Background: an optimization exercise with open tools, aiming at small area. Do not read the settings as production practice.
The RTL was checked by simulation tests, not by an equivalence proof against the original design.
Power is estimated from default activity; no workload was simulated.

===== flow/design.v =====
package phy_mgmt_pkg;
	localparam int MDIO_PREAMBLE_BITS = 32;	 
	localparam int MDIO_FRAME_BITS    = 64;	 
	localparam logic [1:0] MDIO_OP_WRITE = 2'b01;
	localparam logic [1:0] MDIO_OP_READ  = 2'b10;
	localparam int DEF_NUM_PHYS     = 4;	 
	localparam int DEF_RESET_CYCLES = 65535;	 
	localparam int DEF_MDC_HALF     = 25;	 
	localparam int DEF_ACT_STRETCH  = 16777215;
endpackage
`timescale 1ns/10ps
module phy_reset_seq #(
	parameter int NUM_PHYS     = phy_mgmt_pkg::DEF_NUM_PHYS,
	parameter int RESET_CYCLES = phy_mgmt_pkg::DEF_RESET_CYCLES
) (
	input  logic                clk_125mhz,
	input  logic                arst_n,
	output logic [NUM_PHYS-1:0] phy_rst_n
);
	logic [15:0] lfsr_q;
	logic        low_nz;	 
	logic        fb;
	assign low_nz = |lfsr_q[14:0];
	assign fb     = (lfsr_q[15] & low_nz) ^ lfsr_q[14] ^ lfsr_q[12] ^ lfsr_q[3];
	always_ff @(posedge clk_125mhz or negedge arst_n) begin
		if (!arst_n)
			lfsr_q <= 16'h0001;
		else
			lfsr_q <= {lfsr_q[14:0], fb};
	end
	assign phy_rst_n = {NUM_PHYS{!(lfsr_q[15] | low_nz)}};
endmodule
`timescale 1ns/10ps
module mdio_master (
	input  logic        clk_125mhz,
	input  logic        arst_n,
	input  logic [4:0]  phy_addr,
	input  logic [4:0]  reg_addr,
	input  logic [15:0] wr_data,
	input  logic        wr,
	input  logic        rd,
	output logic [15:0] rd_data,
	output logic        busy,
	output logic        mdc,
	output logic        mdio_o,
	output logic        mdio_oe,
	input  logic        mdio_i
);
	logic        wr_q, rd_q;	 
	logic        busy_q;
	logic        op_rd_q;	 
	logic [4:0]  div_q;	 
	logic        mdc_q;	 
	logic [5:0]  bit_q;	 
	logic [9:0]  addr_q;	 
	logic [15:0] sr_q;	 
	logic [15:0] rd_data_q;
	logic        start_wr, start;
	logic        half_end, frame_done, shift;
	logic [4:0]  j;	 
	always_ff @(posedge clk_125mhz or negedge arst_n) begin
		if (!arst_n) begin
			wr_q <= 1'b0;
			rd_q <= 1'b0;
		end else begin
			wr_q <= wr;
			rd_q <= rd;
		end
	end
	assign start_wr = wr && !wr_q;
	assign start    = start_wr || (rd && !rd_q);
	assign half_end   = (div_q == 5'h14);	 
	assign frame_done = half_end && mdc_q && (bit_q == 6'd63);
	always_ff @(posedge clk_125mhz or negedge arst_n) begin
		if (!arst_n)
			busy_q <= 1'b0;
		else if (busy_q)
			busy_q <= !frame_done;
		else
			busy_q <= start;
	end
	always_ff @(posedge clk_125mhz) begin
		if (!busy_q || half_end)
			div_q <= '0;
		else
			div_q <= {div_q[3:0], !(div_q[4] ^ div_q[2])};
	end
	always_ff @(posedge clk_125mhz or negedge arst_n) begin
		if (!arst_n)
			mdc_q <= 1'b0;
		else if (!busy_q)
			mdc_q <= 1'b0;
		else if (half_end)
			mdc_q <= !mdc_q;
	end
	always_ff @(posedge clk_125mhz) begin
		if (!busy_q)
			bit_q <= '0;
		else if (half_end && mdc_q)
			bit_q <= bit_q + 1'b1;
	end
	assign j = bit_q[4:0];
	assign shift = half_end && bit_q[5] && j[4] && (mdc_q != op_rd_q);
	always_ff @(posedge clk_125mhz) begin
		if (!busy_q) begin
			op_rd_q <= !start_wr;	 
			addr_q  <= {phy_addr, reg_addr};
		end
	end
	logic ld, sh, hold;
	assign ld   = !busy_q;
	assign sh   = busy_q && shift;
	assign hold = busy_q && !shift;
	always_ff @(posedge clk_125mhz)
		sr_q <= ({16{ld}} & wr_data) | ({16{sh}} & {sr_q[14:0], mdio_i}) | ({16{hold}} & sr_q);
	always_ff @(posedge clk_125mhz or negedge arst_n) begin
		if (!arst_n)
			rd_data_q <= '0;
		else if (busy_q && frame_done && op_rd_q)
			rd_data_q <= sr_q;
	end
	logic [15:0] hdr;
	assign hdr = {1'b0, 1'b1, op_rd_q, !op_rd_q, addr_q, 1'b1, 1'b0};
	assign mdio_o = !busy_q || !bit_q[5] ||
		(j[4] ? (op_rd_q || sr_q[15]) : hdr[4'd15 - j[3:0]]);
	assign mdio_oe = busy_q && !(op_rd_q && bit_q >= 6'd47);
	assign mdc     = mdc_q;
	assign busy    = busy_q;
	assign rd_data = rd_data_q;
endmodule
`timescale 1ns/10ps
module port_led_driver #(
	parameter int NUM_PHYS    = phy_mgmt_pkg::DEF_NUM_PHYS,
	parameter int ACT_STRETCH = phy_mgmt_pkg::DEF_ACT_STRETCH
) (
	input  logic                clk_125mhz,
	input  logic                arst_n,
	input  logic [NUM_PHYS-1:0] link_up,
	input  logic [NUM_PHYS-1:0] rx_start,
	output logic [NUM_PHYS-1:0] link_led,
	output logic [NUM_PHYS-1:0] act_led
);
	always_ff @(posedge clk_125mhz or negedge arst_n) begin
		if (!arst_n)
			link_led <= '0;
		else
			link_led <= link_up;	 
	end
	for (genvar i = 0; i < NUM_PHYS; i++) begin : g_act
		logic [23:0] q;	 
		logic        on_q;
		logic        last;
		assign last = &q;
		always_ff @(posedge clk_125mhz) begin
			for (int b = 1; b < 24; b++)
				q[b] <= !(rx_start[i] | q[b-1]);
			q[0] <= !rx_start[i] & (q[23] ^ q[22] ^ q[21] ^ q[16]);
		end
		always_ff @(posedge clk_125mhz or negedge arst_n) begin
			if (!arst_n)
				on_q <= 1'b0;
			else
				on_q <= rx_start[i] | (on_q & !last);
		end
		assign act_led[i] = on_q;
	end
endmodule
`timescale 1ns/10ps
module phy_mgmt_top #(
	parameter int NUM_PHYS     = phy_mgmt_pkg::DEF_NUM_PHYS,
	parameter int RESET_CYCLES = phy_mgmt_pkg::DEF_RESET_CYCLES,
	parameter int MDC_HALF     = phy_mgmt_pkg::DEF_MDC_HALF,
	parameter int ACT_STRETCH  = phy_mgmt_pkg::DEF_ACT_STRETCH
) (
	input  logic                     clk_125mhz,
	input  logic                     arst_n,
	input  logic [5*NUM_PHYS-1:0]    req_phy_addr,
	input  logic [5*NUM_PHYS-1:0]    req_reg_addr,
	input  logic [16*NUM_PHYS-1:0]   req_wr_data,
	input  logic [NUM_PHYS-1:0]      req_wr,	 
	input  logic [NUM_PHYS-1:0]      req_rd,	 
	output logic [16*NUM_PHYS-1:0]   rsp_rd_data,
	output logic [NUM_PHYS-1:0]      rsp_busy,
	output logic [NUM_PHYS-1:0]      mdc,
	output logic [NUM_PHYS-1:0]      mdio_o,
	output logic [NUM_PHYS-1:0]      mdio_oe,
	input  logic [NUM_PHYS-1:0]      mdio_i,
	input  logic [NUM_PHYS-1:0]      link_up,
	input  logic [NUM_PHYS-1:0]      rx_start,	 
	output logic [NUM_PHYS-1:0]      phy_rst_n,
	output logic [NUM_PHYS-1:0]      link_led,
	output logic [NUM_PHYS-1:0]      act_led
);
	phy_reset_seq #(
		.NUM_PHYS     (NUM_PHYS),
		.RESET_CYCLES (RESET_CYCLES)
	) i_phy_reset_seq (
		.clk_125mhz (clk_125mhz),
		.arst_n     (arst_n),
		.phy_rst_n  (phy_rst_n)
	);
	for (genvar i = 0; i < NUM_PHYS; i++) begin : g_mdio
		mdio_master i_mdio_master (
			.clk_125mhz (clk_125mhz),
			.arst_n     (arst_n),
			.phy_addr   (req_phy_addr[5*i +: 5]),
			.reg_addr   (req_reg_addr[5*i +: 5]),
			.wr_data    (req_wr_data[16*i +: 16]),
			.wr         (req_wr[i]),
			.rd         (req_rd[i]),
			.rd_data    (rsp_rd_data[16*i +: 16]),
			.busy       (rsp_busy[i]),
			.mdc        (mdc[i]),
			.mdio_o     (mdio_o[i]),
			.mdio_oe    (mdio_oe[i]),
			.mdio_i     (mdio_i[i])
		);
	end
	port_led_driver #(
		.NUM_PHYS    (NUM_PHYS),
		.ACT_STRETCH (ACT_STRETCH)
	) i_port_led_driver (
		.clk_125mhz (clk_125mhz),
		.arst_n     (arst_n),
		.link_up    (link_up),
		.rx_start   (rx_start),
		.link_led   (link_led),
		.act_led    (act_led)
	);
endmodule

===== flow/flow/run.sh =====
#!/bin/bash
# The standard layout (standard.sh: floorplan, power grid and taps as
# standard), with these changes:
#  - synthesis is synth_recipe.tcl with area-oriented ABC scripts
#    (area_synth.tcl, abc_*.script; the smallest result is kept);
#    registers are untouched;
#  - after synthesis, combinational cells get the smallest drive strength of
#    their family (downsize.tcl); the flow's repair steps size up as needed;
#  - port buffers are buf_1 instead of the resizer's default pick;
#  - clock tree of clkbuf_8 with sink clusters of at most 16 flops, without
#    dummy loads.
# Each tool's full output goes to a log file in the work folder; ORFS's own
# per-step logs stay under orfs/logs.
set -euo pipefail
export FLOW_WORK=$PWD
KNOBS=(
	"SYNTH_SCRIPT=$PWD/flow/area_synth.tcl"
	"BUFFER_PORTS_ARGS=-buffer_cell sky130_fd_sc_hd__buf_1"
	"CTS_ARGS=-sink_clustering_enable -repair_clock_nets -dont_use_dummy_load -sink_clustering_size 16 -sink_clustering_max_diameter 60 -buf_list sky130_fd_sc_hd__clkbuf_8 -root_buf sky130_fd_sc_hd__clkbuf_4"
)
bash standard.sh "${KNOBS[@]}" synth > flow_synth.log 2>&1
ODB=$(ls -d orfs/results/*/phy_mgmt_top/base)/1_synth.odb \
	openroad -no_init -exit flow/downsize.tcl > flow_downsize.log 2>&1
bash standard.sh "${KNOBS[@]}" finish > flow_make.log 2>&1

===== flow/flow/abc_a5.script =====
strash
dch
amap

===== flow/flow/abc_b1.script =====
strash
dch -f
amap

===== flow/flow/abc_b4.script =====
strash
dch
amap -F 200 -A 100

===== flow/flow/abc_c6.script =====
strash
dch -f
amap -m

===== flow/flow/abc_c7.script =====
strash
&get -n
&st
&syn3
&put
dch -f
amap

===== flow/flow/abc_d1.script =====
strash
&get -n
&st
&syn3
&put
dch -f
amap

===== flow/flow/abc_d3.script =====
strash
&get -n
&st
&syn3
&dc2
&put
dch -f
amap

===== flow/flow/abc_d4.script =====
strash
&get -n
&st
&synch2
&put
dch -f
amap

===== flow/flow/area_synth.tcl =====
# The standard flow's synthesis (synth_recipe.tcl, unchanged), except that ABC maps the
# logic with area-oriented scripts (abc_*.script here) in place of ORFS's
# speed script: each is tried on the same input and the netlist with the
# smallest cell area is kept. Registers are mapped by Yosys before ABC runs,
# so they are the same as in the standard synthesis.
proc abc {args} {
  set i [lsearch -exact $args -script]
  set libs {}
  foreach lib $::env(LIB_FILES) { lappend libs -liberty $lib }
  set scripts [lsort [glob [file join $::env(FLOW_WORK) flow abc_*.script]]]
  yosys design -save my_pre_abc
  set best_area ""
  foreach script $scripts {
    yosys design -load my_pre_abc
    lset args [expr {$i + 1}] $script
    yosys abc {*}$args
    set report [tee -q -s result.string stat {*}$libs]
    if {![regexp {Chip area for module '[^']*': ([0-9.]+)} $report -> area]} { continue }
    puts "area_synth: [file tail $script] gives $area"
    if {$best_area eq "" || $area < $best_area} {
      set best_area $area
      set best_script $script
      yosys design -save my_best_abc
    }
  }
  puts "area_synth: keeping [file tail $best_script] ($best_area)"
  yosys design -load my_best_abc
}
source [file join $::env(FLOW_WORK) synth_recipe.tcl]

===== flow/flow/downsize.tcl =====
# Gives every combinational cell of the synthesized netlist the smallest
# drive strength of its own cell family (same function and pins, e.g.
# mux2_4 -> mux2_1). Flip-flops and clock cells are left alone. The later
# repair steps of the flow size up again wherever slew, capacitance or
# timing need it.
read_db $::env(ODB)
set db [ord::get_db]
set smallest [dict create]
foreach lib [$db getLibs] {
  foreach m [$lib getMasters] {
    set n [$m getName]
    if {![regexp {^(sky130_fd_sc_hd__[a-z0-9]+)_([0-9]+)$} $n -> base drive]} { continue }
    set a [expr {[$m getWidth] * [$m getHeight]}]
    if {![dict exists $smallest $base] || $a < [lindex [dict get $smallest $base] 1]} {
      dict set smallest $base [list $m $a]
    }
  }
}
set swapped 0
foreach inst [[ord::get_db_block] getInsts] {
  set m [$inst getMaster]
  set n [$m getName]
  if {![regexp {^(sky130_fd_sc_hd__[a-z0-9]+)_([0-9]+)$} $n -> base drive]} { continue }
  if {[regexp {^sky130_fd_sc_hd__(df|edf|sdf|sedf|dl|clk|conb|tap|fill|decap|diode|lpflow|probe)} $n]} { continue }
  set best [lindex [dict get $smallest $base] 0]
  if {[$best getName] ne $n && [lindex [dict get $smallest $base] 1] < [$m getWidth] * [$m getHeight]} {
    puts "swap [$inst getName] $n -> [$best getName]"
    $inst swapMaster $best
    incr swapped
  }
}
puts "downsize: swapped $swapped cells"
write_db $::env(ODB)

===== flow/standard.sh =====
#!/bin/bash
# synth_recipe.tcl (not shown) runs the flow's synth.tcl, then flattens the netlist and writes it again
# the make line also repeats each setting of config.mk as NAME=value (left out here)
make -C /OpenROAD-flow-scripts/flow DESIGN_CONFIG=/design/flow/config.mk WORK_HOME=/design/flow/orfs CLKGATE_MAP_FILE= SYNTH_SCRIPT=/design/flow/synth_recipe.tcl "${@:-finish}"

===== flow/config.mk =====
export PLATFORM = sky130hd
export DESIGN_NAME = phy_mgmt_top
export DESIGN_NICKNAME = phy_mgmt_top
export VERILOG_FILES = /design/flow/design.v
export SDC_FILE = /design/flow/constraint.sdc
export NUM_CORES = 4
export LEC_CHECK = 0
export CAP_MARGIN = 20
export CORE_MARGIN = 2
export CORE_UTILIZATION = 80
export SLEW_MARGIN = 20

===== flow/constraint.sdc =====
create_clock -name core_clock -period 8.0 [get_ports {clk_125mhz}]
set_input_delay 1.6000 -clock core_clock [delete_from_list [all_inputs] [get_ports {clk_125mhz}]]
set_output_delay 1.6000 -clock core_clock [all_outputs]
set_load 0.01 [all_outputs]

==> run_results.csv, run 1 <==
group,metric,value,unit
outcome,status,"no timing/DRC/antenna violations",
synth,ys.flop_type,"dfxtp_1",
grt,antenna_found_initial,0,
worst_setup_path,reg2reg_from,"g_mdio[1].i_mdio_master.bit_q[0]",
clock_network,clock_latency,0.71,ns
worst_setup_path,r2r_slack,4.69,ns
clock_network,numCtsBuffers,25,
worst_setup_path,crit_type,"flip-flop to output port",
routing,totalWireLength,28.3,mm
routing,dr.first_iter.drc_count,1223,
clock_network,clk_pin_slew,0.10,ns
clock_network,clock_path_buffers,3,
synth,ys_types,34,
worst_setup_path,cp.arrival,2.63,ns
synth,async_reset_ff_frac,0.295,
clock_network,clk_root_buffer_cell,"clkbuf_4",
floorplan,initial_utilization,0.818,
worst_setup_path,path_delay_family,"buffers and inverters",
synth,synth-edff-count,44,
clock_network,h-tree-depth,1,
clock_network,postCtsSetupBuffers,0,
grt,grt_usage,0.355,
worst_hold_path,hold_path_depth,0,
timing,tightestPinTransition,1.15,ns
flow_run,cap_violations,0,
pwr,leakage,5.20,nW
pwr,switching_share,0.278,
worst_setup_path,r2r_end,"g_mdio[1].i_mdio_master.rd_data_q[9]",
placement,placed_cells,1396,
placement,globalplace.congestion,0.892,
routing,dr_total_vias,9255,
worst_hold_path,holdPathEnd,"i_phy_reset_seq.lfsr_q[6]",
finish,final.fill_count,574,
grt,grt_pass1_vias,9120,
placement,dp_hpwl,18.8,mm
finish,num_antenna_cells,0,
timing,finalSetupViolations,0,
clock_network,cts_sinks,352,
floorplan,fp.coreArea,14500,um^2
finish,instances_no_fill,1422,
worst_setup_path,cp_num_buf_inv,2,
pwr,power_frac_comb,0.140,
timing,tns,0,ns
timing,fin_skew,0.0469,ns
finish,layout_commonest_cell,"buf_1",
synth,syn_inst,1011,
timing,hold_viol_final,0,
worst_setup_path,cp-end-kind,"output port",
finish,nets,1374,
floorplan,rows,44,
synth,syn_avg_cell_area,11.7,um^2
clock_network,cts-resized-gates,0,
timing,fin_crit,4.23,ns
synth,ys_ff_latch,352,
worst_setup_path,cp-start-kind,"flip-flop",
timing,fmax,236,MHz
finish,layout-drive-gt1-share,0.0323,
clock_network,cts_tree,"yes",
floorplan,die_w,126,um
synth,synth_chip_area,11900,um^2
timing,slew_viol_final,0,
finish,layout_common_cells,"216 x buf_1, 204 x dfxtp_1, 143 x nor2_1",
pwr,p_sw,0.000951,W
pwr,internal_power,0.00247,W
grt,grt_overflow,0,
clock_network,cts-hold-fix-buffers,0,
worst_hold_path,min_path_type,"flip-flop to flip-flop",
floorplan,chipHeight,126,um
routing,dr.pass1.iters,7,
synth,yosys_warnings,3,
routing,drc,0,
worst_setup_path,r2r_cells,9,
synth,syn-cell-area,11800,um^2
timing,period_share,0.529,
worst_setup_path,slowest_stage,"clkinv_1",
pwr,power.density,259,nW/um^2
timing,rsz0062_at_grt,"no",
grt,grt_max_degree,54,
pwr,clockPowerShare,0.224,
floorplan,io-pin-count,218,
routing,antenna_left,0,
pwr,max-vdd-ir-drop,0.199,mV
synth,syn_nets,1145,
worst_setup_path,cpPeakStageDelay,0.87,ns
floorplan,dieArea,15800,um^2
placement,portBuffers,217,
synth,ys_seq_area_frac,0.671,
worst_setup_path,path_max_fanout,34,
grt,grt_pass1_wl,45.5,mm
pwr,pwr-share-seq,0.637,
worst_hold_path,min-delay-start,"i_phy_reset_seq.lfsr_q[5]",
timing,maxSlewHeadroom,0.230,
finish,areaGrowthSynthToFinish,11.5,%
worst_setup_path,cp.required,6.40,ns
worst_setup_path,path_cells,"clkinv_1 > nor2_1 > buf_1",
routing,avgViaCountPerCell,6.51,
routing,wl_per_cell,19.9,um
-- logic make-up after synthesis --
| family | share of synthesized area |
|---|---|
| buf+inv | 0.0522 |
| simple gates | 0.0991 |
| xor+xnor | 0.000734 |
| flops | 0.671 |
| compound gates | 0.168 |
| fa+ha+maj | 0.00839 |
-- routing by layer --
metal / global-route usage / part of all wire / up-vias
met5: 0 / 0 / -
met3: 0.0637 / 0.090 / 93
met2: 0.636 / 0.52 / 532
li1: - / - / 4163
met1: 0.450 / 0.36 / 4467
met4: 0.0967 / 0.032 / 0
-- flip-flops by register name (all words and copies together), names as in the netlist, 16 cells and up --
| register | count |
|---|---|
| g_mdio.i_mdio_master.addr_q | 40 |
| g_mdio.i_mdio_master.div_q | 20 |
| i_port_led_driver.g_act.q | 96 |
| g_mdio.i_mdio_master.rd_data_q | 64 |
| g_mdio.i_mdio_master.sr_q | 64 |
| g_mdio.i_mdio_master.bit_q | 24 |
| i_phy_reset_seq.lfsr_q | 16 |
-- stage by stage --
stage | instance area [um^2] | setup WS [ns] | utilization | total power [W] | hold WS [ns]
after CTS | 13200 | 3.78 | 0.910 | 0.00341 | 0.386
after global placement | 12900 | 4.59 | 0.888 | 0.00260 | 0.357
after detailed placement | 12900 | 4.43 | 0.888 | 0.00266 | 0.363
final | 13200 | 3.77 | 0.912 | 0.00342 | 0.383
after global routing | 13200 | 3.58 | 0.912 | 0.00356 | 0.406
after floorplan | 11800 | 4.95 | - | 0.00249 | 0.354
-- power by group through the flow --
stage	Combinational (W)	Sequential [W]	Clock, W
3_5_place_dp	0.000461	0.00220	0
4_1_cts	0.000474	0.00217	0.000766
5_1_grt	0.000536	0.00220	0.000825
2_1_floorplan	0.000336	0.00215	0
3_3_place_gp	0.000419	0.00218	0
6_report	0.000477	0.00218	0.000766
-- Yosys cell counts (8+ instances only) --
cell type,n,area share
dfxtp_1,204,0.34
nor2_1,146,0.046
clkinv_1,120,0.038
dfrtp_1,103,0.22
o22a_1,68,0.050
a222oi_1,64,0.054
edfxtp_1,44,0.11
nand2_1,29,0.0091
nand4_1,25,0.013
o21ai_0,24,0.010
buf_4,23,0.014
a21oi_1,18,0.0076
nor3_1,17,0.0071
a22oi_1,16,0.010
and3_1,16,0.0084
nor4_1,15,0.0079
a211oi_1,10,0.0063
a221oi_1,8,0.0059
ha_1,8,0.0084
nand3_1,8,0.0034
-- worst max-delay path by stage --
| stage | depth (start not counted) | from | slack [ns] | end |
|---|---|---|---|---|
| global route | 3 | g_mdio[0].i_mdio_master.busy_q | 3.58 | mdio_oe[0] |
| finish | 3 | g_mdio[0].i_mdio_master.busy_q | 3.77 | mdio_oe[0] |
| CTS | 3 | g_mdio[0].i_mdio_master.busy_q | 3.78 | mdio_oe[0] |
| global placement | 3 | g_mdio[0].i_mdio_master.busy_q | 4.59 | mdio_oe[0] |
| detailed placement | 9 | g_mdio[1].i_mdio_master.bit_q[0] | 4.43 | g_mdio[1].i_mdio_master.rd_data_q[9] |
| floorplan | 3 | g_mdio[3].i_mdio_master.busy_q | 4.95 | mdio_oe[3] |
-- layout make-up --
| class | count | area [um^2] | share of cell area |
|---|---|---|---|
| Clock buffer | 25 | 325 | 0.0246 |
| Multi-Input combinational cell | 516 | 3310 | 0.251 |
| Timing Repair Buffer | 225 | 882 | 0.0668 |
| Sequential cell | 352 | 8010 | 0.606 |
| Inverter | 120 | 450 | 0.0341 |
| Tap cell | 184 | 230 | 0.0174 |
==> run 2: changes to the inputs <==
--- a/flow/flow/run.sh
+++ b/flow/flow/run.sh
@@ -8,5 +8,5 @@
 #    their family (downsize.tcl); the flow's repair steps size up as needed;
 #  - port buffers are buf_1 instead of the resizer's default pick;
-#  - clock tree of clkbuf_8 with sink clusters of at most 16 flops, without
+#  - clock tree of clkbuf_8 with sink clusters of at most 18 flops, without
 #    dummy loads.
 # Each tool's full output goes to a log file in the work folder; ORFS's own
@@ -17,5 +17,5 @@
 	"SYNTH_SCRIPT=$PWD/flow/area_synth.tcl"
 	"BUFFER_PORTS_ARGS=-buffer_cell sky130_fd_sc_hd__buf_1"
-	"CTS_ARGS=-sink_clustering_enable -repair_clock_nets -dont_use_dummy_load -sink_clustering_size 16 -sink_clustering_max_diameter 60 -buf_list sky130_fd_sc_hd__clkbuf_8 -root_buf sky130_fd_sc_hd__clkbuf_4"
+	"CTS_ARGS=-sink_clustering_enable -repair_clock_nets -dont_use_dummy_load -sink_clustering_size 18 -sink_clustering_max_diameter 60 -buf_list sky130_fd_sc_hd__clkbuf_8 -root_buf sky130_fd_sc_hd__clkbuf_4"
 )
 bash standard.sh "${KNOBS[@]}" synth > flow_synth.log 2>&1
==> run_results.csv, run 2 <==
group,metric,value,unit
timing,hold_viol_final,0,
clock_network,h-tree-depth,1,
synth,yosys.area.top_type,"dfxtp_1",
synth,synth-edff-count,44,
worst_setup_path,r2r_end,"g_mdio[1].i_mdio_master.rd_data_q[12]",
pwr,power.density,257,nW/um^2
timing,fin_crit,4.22,ns
worst_setup_path,r2r_cells,9,
synth,async_reset_ff_frac,0.295,
finish,layout-drive-gt1-share,0.0316,
clock_network,clk_root_buffer_cell,"clkbuf_4",
finish,final.fill_count,597,
finish,layout_common_cells,"215 x buf_1, 204 x dfxtp_1, 143 x nor2_1",
timing,finalSetupViolations,0,
finish,regArea,8010,um^2
finish,areaGrowthSynthToFinish,11.2,%
floorplan,initial_utilization,0.818,
grt,grt_pass1_vias,8973,
routing,dr.first_iter.drc_count,1200,
placement,portBuffers,217,
clock_network,cts_tree,"yes",
synth,synth_area_leaders,"dfxtp_1 34%, dfrtp_1 22%, edfxtp_1 11%, a222oi_1 5.4%, o22a_1 5.0%",
floorplan,chipHeight,126,um
worst_setup_path,cp-end-kind,"output port",
grt,grt_max_degree,54,
floorplan,die_w,126,um
floorplan,io-pin-count,218,
synth,syn-cell-area,11800,um^2
worst_hold_path,min_path_type,"flip-flop to flip-flop",
pwr,leakage,5.18,nW
worst_hold_path,holdPathEnd,"i_port_led_driver.g_act[2].q[7]",
placement,globalplace.congestion,0.892,
routing,dr.pass1.iters,10,
finish,fin_util,0.910,
finish,top_register,"i_port_led_driver.g_act.q",
finish,largest_reg_flops,96,
pwr,max-vdd-ir-drop,0.272,mV
clock_network,cts-resized-gates,0,
timing,slew_viol_final,0,
finish,layout_commonest_cell,"buf_1",
worst_setup_path,path_max_fanout,34,
synth,ys_ff_latch,352,
routing,antenna_left,0,
clock_network,cts_sinks,352,
worst_setup_path,r2r_slack,4.71,ns
timing,tns,0,ns
floorplan,rows,44,
timing,rsz0062_at_grt,"no",
grt,grt_usage,0.347,
clock_network,clk_pin_slew,0.11,ns
routing,totalWireLength,27.8,mm
routing,avgViaCountPerCell,6.53,
clock_network,postCtsSetupBuffers,0,
timing,maxSlewHeadroom,0.246,
routing,drc,0,
routing,wl_met3,2.29,mm
routing,routed.top_layer,"met4",
finish,multi_input_area,3310,um^2
synth,yosys_warnings,3,
floorplan,fp.coreArea,14500,um^2
timing,fin_skew,0.0286,ns
routing,met1_length,10.3,mm
grt,grt_overflow,0,
synth,ys_seq_area_frac,0.671,
grt,antenna_found_initial,1,
worst_setup_path,reg2reg_from,"g_mdio[1].i_mdio_master.bit_q[0]",
clock_network,clock_latency,0.66,ns
flow_run,cap_violations,0,
clock_network,clock_path_buffers,3,
finish,nets,1371,
synth,syn_avg_cell_area,11.7,um^2
synth,synth.top_cells.by_count,"204 x dfxtp_1, 146 x nor2_1, 120 x clkinv_1, 103 x dfrtp_1, 68 x o22a_1",
clock_network,numCtsBuffers,23,
finish,top_regs,"i_port_led_driver.g_act.q (96), g_mdio.i_mdio_master.rd_data_q (64), g_mdio.i_mdio_master.sr_q (64)",
placement,dp_hpwl,18.8,mm
timing,fmax,237,MHz
routing,wl_per_cell,19.6,um
routing,route.met2.wl,14.2,mm
worst_setup_path,cp.arrival,2.62,ns
synth,synth_chip_area,11900,um^2
floorplan,dieArea,15800,um^2
synth,syn_nets,1145,
synth,yosysMostFrequentCell,"dfxtp_1",
placement,placed_cell_area,12900,um^2
synth,netlist.area_leader.share,0.342,
timing,period_share,0.528,
synth,syn_inst,1011,
worst_setup_path,cp-start-kind,"flip-flop",
worst_hold_path,min-delay-start,"i_port_led_driver.g_act[2].q[6]",
synth,ys_types,34,
finish,design_area,13200,um^2
worst_hold_path,hold_path_depth,1,
outcome,status,"no timing/DRC/antenna violations",
worst_setup_path,crit_type,"flip-flop to output port",
routing,dr_total_vias,9279,
timing,tightestPinTransition,1.13,ns
clock_network,cts-hold-fix-buffers,0,
worst_setup_path,cp.required,6.40,ns
synth,ys.flop_type,"dfxtp_1",
grt,grt_pass1_wl,44.4,mm
[run 2: metrics by stage]
stage          power [W]  cells  hold slack (ns)  worst slack (ns)
3_5_place_dp     0.00266   1396            0.363              4.43
4_1_cts          0.00338   1419            0.377              3.78
5_1_grt          0.00353   1420            0.385              3.58
2_1_floorplan    0.00249   1011            0.354              4.95
3_3_place_gp     0.00260   1396            0.357              4.59
6_report         0.00339   1420            0.374              3.78
[run 2: routing by layer]
| metal | vias to the layer above | GRT usage |
|---|---|---|
| met5 | - | 0 |
| met4 | 0 | 0.121 |
| met3 | 95 | 0.0624 |
| met2 | 527 | 0.604 |
| met1 | 4491 | 0.444 |
| li1 | 4166 | - |
[run 2: worst max-delay path, stage by stage, from the launching register on]
cell and delay [ns]:
dfrtp_1 0.59, clkinv_1 0.87, nor2_1 0.31, buf_1 0.18
[run 2: cell type report]
| type | instances | share of cell area |
|---|---|---|
| inverter | 120 | 0.0342 |
| sequential | 352 | 0.608 |
| antenna | 1 | 0.000190 |
| clock buffer | 23 | 0.0226 |
| timing repair buffer | 224 | 0.0662 |
| tap | 184 | 0.0175 |
| multi-input combinational | 516 | 0.251 |
[run 2: worst max-delay path by stage]
| stage | from | to | slack (ns) |
|---|---|---|---|
| floorplan | g_mdio[3].i_mdio_master.busy_q | mdio_oe[3] | 4.95 |
| global route | g_mdio[0].i_mdio_master.busy_q | mdio_oe[0] | 3.58 |
| global placement | g_mdio[0].i_mdio_master.busy_q | mdio_oe[0] | 4.59 |
| CTS | g_mdio[0].i_mdio_master.busy_q | mdio_oe[0] | 3.78 |
| finish | g_mdio[0].i_mdio_master.busy_q | mdio_oe[0] | 3.78 |
| detailed placement | g_mdio[1].i_mdio_master.bit_q[0] | g_mdio[1].i_mdio_master.rd_data_q[9] | 4.43 |
[run 2: kinds of logic after synthesis]
kind of cell | share of synthesized area
fa+ha+maj | 0.00839
compound gates | 0.168
buf+inv | 0.0522
simple gates | 0.0991
xor+xnor | 0.000734
flops | 0.671
[run 2: power breakdown]
part | total [W] | switching, W | internal (W) | leakage (nW)
registers | 0.00218 | 0.000183 | 0.00200 | 3.47
logic | 0.000475 | 0.000263 | 0.000212 | 1.55
clock network | 0.000735 | 0.000496 | 0.000240 | 0.158

-- re-timing with driven ports --
In the flow no input, the clock included, has a driving cell. The finished layouts below were timed again as built, in two steps.
Step 1 (the two cells are an assumption about what drives the block):
set clk [get_ports {clk_125mhz}]
set_driving_cell -lib_cell sky130_fd_sc_hd__clkbuf_16 $clk
set_driving_cell -lib_cell sky130_fd_sc_hd__buf_2 [delete_from_list [all_inputs] $clk]
Step 2 times the ports against the registers' clock, not the clock port: input delays grow and output delays shrink by t, the midpoint of the rising clock arrivals with the driver on.
a / b / c = ideal / step 1 / step 2; a / b = the first two.
| run | shift t [ns] | setup slack, ns | slew at the worst register clock pin (ns) | cell pins on the clock port's net |
|---|---|---|---|---|
| run 1 | 0.724 | 3.771 / 3.734 / 4.459 | 0.11 / 0.11 | 1 |
| run 2 | 0.693 | 3.778 / 3.737 / 4.430 | 0.11 / 0.11 | 1 |
After both steps setup and hold are still met in every run listed.
